This is an optimization exercise on Yosys and OpenROAD, whose aim is small area, not a production implementation. In this exercise RTL edits were held to simulation tests only and were not proved equivalent to the original.

==> job 8254 <==
==> flow/design.v (excerpt) <==
module ecg_qrs_detector #(
    parameter int DIN_W       = 59,
    parameter int MWI_LEN     = 32,
    parameter int REFRACT_LEN = 50,
    parameter int MAX_ABOVE   = 64
) (
    input  logic                    clk,
    input  logic                    rst,
    input  logic signed [DIN_W-1:0] din,
    input  logic                    din_valid,
    input  logic [31:0]             thresh,
    output logic [31:0]             mwi_out,
    output logic                    mwi_valid,
    output logic                    qrs_valid,
    output logic [31:0]             qrs_peak,
    output logic [31:0]             qrs_idx
);
==> flow/config.mk <==
export PLATFORM = sky130hd
export DESIGN_NAME = ecg_qrs_detector
export DESIGN_NICKNAME = ecg_qrs_detector
export VERILOG_FILES = /design/flow/design.v
export SDC_FILE = /design/flow/constraint.sdc
export NUM_CORES = 4
export LEC_CHECK = 0
export CAP_MARGIN = 20
export CORE_MARGIN = 2
export CORE_UTILIZATION = 55
export PLACE_DENSITY = 0.7
export SLEW_MARGIN = 20
export SYNTH_HIERARCHICAL = 1
==> flow/constraint.sdc <==
create_clock -name core_clock -period 10.0 [get_ports {clk}]
set_input_delay 2.0000 -clock core_clock [delete_from_list [all_inputs] [get_ports {clk}]]
set_output_delay 2.0000 -clock core_clock [all_outputs]
set_load 0.01 [all_outputs]
standard.sh (not shown) runs the stock make flow with config.mk's settings and CLKGATE_MAP_FILE= SYNTH_SCRIPT=/design/flow/synth_recipe.tcl, a recipe that flattens the netlist after the stock synthesis.
==> flow/flow/run.sh <==
#!/bin/bash
# Layout flow: the standard flow (standard synthesis unchanged) with
# buf_1 port buffers and a clock tree of fewer, larger clusters without
# dummy loads. The whole ORFS output goes to standard.log (each step also
# keeps its own log under orfs/logs).
export BUFFER_PORTS_ARGS="-buffer_cell sky130_fd_sc_hd__buf_1"
export CTS_ARGS="-sink_clustering_enable -repair_clock_nets -dont_use_dummy_load -sink_clustering_size 16 -sink_clustering_max_diameter 60 -buf_list sky130_fd_sc_hd__clkbuf_8"
bash standard.sh > standard.log 2>&1
==> inputs of job 1565, as changes to job 8254 <==
--- a/flow/design.v
+++ b/flow/design.v
@@ -274,16 +274,15 @@
     logic [14:0] d_p1n;            
     logic        vld_p1;
     logic [15:0] d_s1;
     logic [9:0]  d_c;
     assign d_s1[6:0] = d_p0[6:0];
     assign d_c[0]    = dpc;
     for (genvar i = 0; i < 9; i++) begin : g_dinc
-        assign d_s1[i+7] = d_p0[i+7] ^ d_c[i];
-        assign d_c[i+1]  = d_p0[i+7] & d_c[i];
+        ecg_ha u_ha (.a(d_p0[i+7]), .b(d_c[i]), .s(d_s1[i+7]), .co(d_c[i+1]));
     end
     always_ff @(posedge clk) d_p1n <= ~(d_s1[15] ? 15'(-d_s1) : d_s1[14:0]);
     logic [14:0] win [MWI_LEN];    
     logic        full;             
     logic [14:0] a_in, b_in;
     logic [34:0] sum;              
     logic [34:0] sum_next;
@@ -1662,38 +1661,42 @@
     logic [32:0] idx_c;
     logic [31:0] idx_inc;
     logic [26:0] pidx_b;
     logic [25:0] pidx_hi;
     logic [6:0]  cnt_c;
     logic [5:0]  cnt_inc;
     logic [6:0]  plo_b;
-    assign gt_thr[0] = 1'b0;
-    assign gt_pk[0]  = 1'b0;
+    logic [30:0] ge_thr, ge_pk;
+    wire  [29:0] nmwi = ~mwi;
+    assign ge_thr[0] = 1'b1;
+    assign ge_pk[0]  = 1'b1;
     for (genvar i = 0; i < 30; i++) begin : g_cmp
-        assign gt_thr[i+1] = (mwi[i] & ~thresh[i]) | (~(mwi[i] ^ thresh[i]) & gt_thr[i]);
-        assign gt_pk[i+1]  = (mwi[i] & ~peak[i])   | (~(mwi[i] ^ peak[i])   & gt_pk[i]);
+        assign ge_thr[i+1] = (thresh[i] & nmwi[i]) | (thresh[i] & ge_thr[i]) | (nmwi[i] & ge_thr[i]);
+        assign ge_pk[i+1]  = (peak[i] & nmwi[i])   | (peak[i] & ge_pk[i])    | (nmwi[i] & ge_pk[i]);
     end
+    assign gt_thr[30] = ~ge_thr[30];
+    assign gt_pk[30]  = ~ge_pk[30];
     assign idx_c[0] = mwi_valid;
     for (genvar i = 0; i < 32; i++) begin : g_idx
-        assign idx_inc[i] = idx[i] ^ idx_c[i];
-        assign idx_c[i+1] = idx[i] & idx_c[i];
+        ecg_ha u_ha (.a(idx[i]), .b(idx_c[i]), .s(idx_inc[i]), .co(idx_c[i+1]));
     end
     assign cnt_c[0] = 1'b1;
     for (genvar i = 0; i < 6; i++) begin : g_cnt
         assign cnt_inc[i] = cnt[i] ^ cnt_c[i];
         assign cnt_c[i+1] = cnt[i] & cnt_c[i];
     end
-    assign plo_b[0] = 1'b0;
+    wire [5:0] nplo = ~plo;
+    assign plo_b[0] = 1'b1;
     for (genvar i = 0; i < 6; i++) begin : g_plo
-        assign plo_b[i+1] = (~idx[i] & plo[i]) | (~(idx[i] ^ plo[i]) & plo_b[i]);
+        assign plo_b[i+1] = (idx[i] & nplo[i]) | (idx[i] & plo_b[i]) | (nplo[i] & plo_b[i]);
     end
     assign pidx_b[0] = plo_b[6];
     for (genvar i = 0; i < 26; i++) begin : g_pidx
-        assign pidx_hi[i]  = idx[i+6] ^ pidx_b[i];
-        assign pidx_b[i+1] = ~idx[i+6] & pidx_b[i];
+        assign pidx_hi[i]  = ~(idx[i+6] ^ pidx_b[i]);
+        assign pidx_b[i+1] = idx[i+6] | pidx_b[i];
     end
     assign above_thr = (thresh[31:30] == 2'b00) && gt_thr[30];
     assign gt_peak   = gt_pk[30];
     assign term      = &cnt;
     assign detect    = mwi_valid && (state == ABOVE) && (!above_thr || term);
     assign upd_above = above_thr && gt_peak;
     assign peak_fin  = upd_above ? mwi : peak;
==> flow/flow/run.sh (replaced) <==
#!/bin/bash
# Layout flow: the standard flow (standard synthesis unchanged) with
# buf_1 port buffers and a clock tree of fewer, larger clusters without
# dummy loads. The whole ORFS output goes to standard.log (each step also
# keeps its own log under orfs/logs).
export BUFFER_PORTS_ARGS="-buffer_cell sky130_fd_sc_hd__buf_1"
# skip the floorplan-stage timing repair on wire-load estimates; remove the
# synthesis buffers instead (placement-stage repair re-buffers as needed)
export REMOVE_ABC_BUFFERS=1
export CTS_ARGS="-sink_clustering_enable -repair_clock_nets -dont_use_dummy_load -sink_clustering_size 18 -sink_clustering_max_diameter 100 -buf_list sky130_fd_sc_hd__clkbuf_8"
bash standard.sh > standard.log 2>&1
- CORE_UTILIZATION: 55 -> 65
- PLACE_DENSITY: 0.7 -> 0.8
==> notes <==
Global-route usage: job 1565 is higher than job 8254 (3.1 points).
First-iteration DRC count: job 8254 is lower than job 1565 (about 5.6%).
Between job 8254 and job 1565, the lower worst hold slack is in job 1565 (gap 0.013 ns).
Against job 8254, the critical path depth of job 1565 is lower by 6.
Cell count: job 8254 is larger than job 1565 (7.0%).
In job 1565 the setup slack is better than in job 8254, by 0.18 ns.
In non-clock buffer count, job 1565 and job 8254 do not differ.
Job 1565 finished clean. Job 8254 produced a clean layout.
Clock skew: job 8254 is higher than job 1565 (0.014 ns).
In sequential cell count, job 1565 and job 8254 do not differ.
==> figures <==
metric                                                                     job 8254                    job 1565
Post-route worst hold slack                                                0.375 ns                    0.362 ns
Drt wl/cell                                                                 20.5 µm                     21.0 µm
Cell area after placement                                                 36700 µm²                   35900 µm²
Worst r2r dst                                                              peak[12]                      plo[5]
Worst Setup Slack, final                                                    1.84 ns                     2.02 ns
Final non-filler cell total                                                    3244                        3031
Synthesized area divided by synthesized cell count                         15.7 µm²                    15.9 µm²
Share of cell area taken by multi-input logic gates                           0.328                       0.322
Status                                             no timing/DRC/antenna violations  no timing/DRC/antenna violations
Met1 capacity usage during global routing                                     0.293                       0.340
Initial antenna violation count                                                   1                           3
Met3 usage in global routing                                                 0.0423                      0.0409
Post-synthesis share of cell area spent on xor and xnor gates               0.00448                     0.00404
WS Path Type                                                   register to register  register to primary output
Number of logic inverters in the finished layout                                180                         154
Proportion of synthesized area in mux cells                                  0.0103                      0.0256
Via count of the first global-routing pass                                    19200                       18800

static timing again, ports no longer ideal:
Ports are ideal in the flow. The routed layouts listed here were re-timed in OpenROAD. Step 1 (the two cells are an assumption about what drives the block):
set clk [get_ports {clk}]
set_driving_cell -lib_cell sky130_fd_sc_hd__clkbuf_16 $clk
set_driving_cell -lib_cell sky130_fd_sc_hd__buf_2 [delete_from_list [all_inputs] $clk]
Step 2 moves the port delays by t, midway between the first and last clock arrival at a register: inputs arrive t later, outputs are due t later. That takes back most of the time a late clock gives input paths. Three values: no drivers, after step 1, after step 2; two values: the first two.
run	t (ns)	slack for setup (ns)	worst setup path at the end	worst slew at a driven data input, ns
job 8254	0.714	1.836 / 1.836 / 1.836	register to register	0.05
job 1565	0.692	2.019 / 1.967 / 2.245	register to register	0.07
After both steps setup and hold are still met in every run listed.
